What follows belongs to an exercise in optimizing a design on an open flow for small area, a short achievable clock period and few clock cycles; a production flow would make more cautious choices. Function was checked by simulation only, so behaviour that the tests miss may differ from the original. Power and IR drop assume default switching activity.

Setup of v6:
// buddy_block_allocator_unit
module buddy_block_allocator_unit (
    input  wire logic                      clk,
    input  wire logic                      rst_n,
    input  wire logic                      cfg_we,
    input  wire logic [31:0]               cfg_wdata,
    input  wire logic                      in_valid,
    output logic                           in_ready,
    input  wire logic                      cmd,
    input  wire logic [bba_pkg::REQ_W-1:0] req_size,
    input  wire logic [31:0]               free_addr,
    output logic                           out_valid,
    input  wire logic                      out_ready,
    output logic [1:0]                     status,
    output logic [31:0]                    result_addr
);
    localparam logic [31:0] HEAP_BASE_RESET = bba_pkg::HEAP_BASE_RESET;
    logic [31:0] heap_base_reg;
    logic        init_reg;
    logic        s1_valid;
    logic        s1_cmd;
    logic        s1_bad;        
    logic [8:0]  s1_oh;         
    logic [8:0]  s1_th;         
    logic [7:0]  s1_unit;
    logic [4:0]  s1_low;
    logic        hd_valid;      
    logic [1:0]  hd_status;
    logic [12:0] hd_off;
    logic        o_valid;       
    logic [1:0]  o_status;
    logic [31:0] o_addr;
    logic        adv3;
    logic        go;
    logic        pop;
    logic [1:0]  res_status;
    logic [12:0] res_off;
    logic [13:0] off_lo;
    logic [18:0] base_hi_p1;
    logic        f_bad;
    logic [8:0]  th_in;
    logic [8:0]  lvl_in;
    logic        a_ok;
    logic [7:0]  p_unit;
    logic        f_ok;
    logic [13:0] res_lo;
    assign adv3     = !o_valid || out_ready;
    assign pop      = !hd_valid || adv3;
    assign go       = s1_valid && pop;
    assign in_ready = !s1_valid || pop;
    logic        off_c;
    logic        res_c;
    bba_padd #(.W(19)) u_inc (
        .a(heap_base_reg[31:13]), .b(19'd0), .cin(1'b1),
        .sum(base_hi_p1), .cout()
    );
    bba_padd #(.W(13)) u_sub (
  ...
==> flow/config.mk <==
export PLATFORM = sky130hd
export DESIGN_NAME = buddy_block_allocator_unit
export DESIGN_NICKNAME = buddy_block_allocator_unit
export VERILOG_FILES = /design/flow/design.v
export SDC_FILE = /design/flow/constraint.sdc
export NUM_CORES = 4
export LEC_CHECK = 0
export CAP_MARGIN = 20
export CORE_MARGIN = 2
export CORE_UTILIZATION = 35
export CTS_BUF_LIST = sky130_fd_sc_hd__clkbuf_8
export PLACE_DENSITY = 0.5
export SETUP_SLACK_MARGIN = 4
export SLEW_MARGIN = 20
==> flow/constraint.sdc <==
create_clock -name core_clock -period 9.0 [get_ports {clk}]
set_input_delay 1.8000 -clock core_clock [delete_from_list [all_inputs] [get_ports {clk}]]
set_output_delay 1.8000 -clock core_clock [all_outputs]
set_load 0.01 [all_outputs]
run.sh (not shown) runs the stock make flow with config.mk's settings and CLKGATE_MAP_FILE= SYNTH_SCRIPT=/design/flow/synth_recipe.tcl, a recipe that flattens the netlist after the stock synthesis.
Testbench counts of v6, summed over its fixed seeds: cycles 4,824.
Setup changes, v6 to v7
- PLACE_DENSITY: 0.5 -> 0.62
- SETUP_SLACK_MARGIN: 4 -> 4.4
- CORE_UTILIZATION: 35 -> 45
--- outcome ---
- Across both runs, via count was higher for v7 than for v6.
- Of v6 and v7, the run reporting the lower share of the final layout cell area in multi-input gates was v6.
- Critical path depth, v6 and v7, lower one = v7.
- v6 → v7: total instance count after detailed placement decreased by about 5.5% relative to the old numbers; smallest setup slack after layout higher; core footprint shrank by 22%; summed area of non-filler cells in the final layout +390 um2; global routing usage on met1 higher.
- Final critical delay including setup and external delays for v7 is lower than for v6.
- v6 completed every stage of the flow, and the final layout passed the timing, design-rule and antenna checks.
- Looking at the reports, v7 completed the entire flow and the layout it produced met the timing, design-rule and antenna checks.
- From v6 to v7 the numbers moved as follows: placement row count fell about 12%; routed wire length fell 6.6%.

========
buddy_block_allocator_unit again, from the RTL that the note above started with.
==> flow/config.mk <==
export PLATFORM = sky130hd
export DESIGN_NAME = buddy_block_allocator_unit
export DESIGN_NICKNAME = buddy_block_allocator_unit
export VERILOG_FILES = /design/flow/design.v
export SDC_FILE = /design/flow/constraint.sdc
export NUM_CORES = 4
export LEC_CHECK = 0
export CAP_MARGIN = 20
export CORE_MARGIN = 2
export CORE_UTILIZATION = 45
export CTS_BUF_LIST = sky130_fd_sc_hd__clkbuf_8
export PLACE_DENSITY = 0.62
export SETUP_SLACK_MARGIN = 4
export SLEW_MARGIN = 20
==> flow/constraint.sdc <==
create_clock -name core_clock -period 9.0 [get_ports {clk}]
set_input_delay 1.8000 -clock core_clock [delete_from_list [all_inputs] [get_ports {clk}]]
set_output_delay 1.8000 -clock core_clock [all_outputs]
set_load 0.01 [all_outputs]
The starting point finished clean.
Testbench counts at the start, summed over its fixed seeds: cycles 4,824.
Edit:
- CORE_UTILIZATION: 45 -> 52
- PLACE_DENSITY: 0.62 -> 0.7
- SETUP_SLACK_MARGIN: 4 -> 4.4
After rerunning: Total power goes up by about 1.1%. Maximum frequency goes up by 6.2%. Die area goes down by about 13%. First-iteration DRC count goes up by 13%.

-- port drivers added, routing unchanged --
No port has a modelled driver above. Below, the same layouts with a new extraction and two added sets of constraints. Step 1, drivers: a clkbuf_16 drives clk and a buf_2 each remaining input, both assumed. Step 2 times the ports against the registers' clock, not the clock port: input delays grow and output delays shrink by t, the midpoint of the rising clock arrivals with the driver on. a / b / c = no drivers / after step 1 / after step 2; a / b = the first two.
| run | shift t [ns] | setup WS [ns] | latest minus earliest clock arrival (ns) |
|---|---|---|---|
| v6 | 0.916 | 4.014 / 4.014 / 3.460 | 0.048 / 0.048 |
| v7 | 0.880 | 4.307 / 4.314 / 3.465 | 0.058 / 0.058 |
| the first run of note 2 | 0.869 | 4.045 / 4.045 / 3.277 | 0.061 / 0.061 |
| the second run of note 2 | 0.839 | 4.332 / 4.332 / 3.555 | 0.046 / 0.045 |
After both steps setup and hold are still met in every run listed. For v7, which loses most, drivers alone change the setup slack by +0.007 ns; drivers and shift together by -0.842 ns.
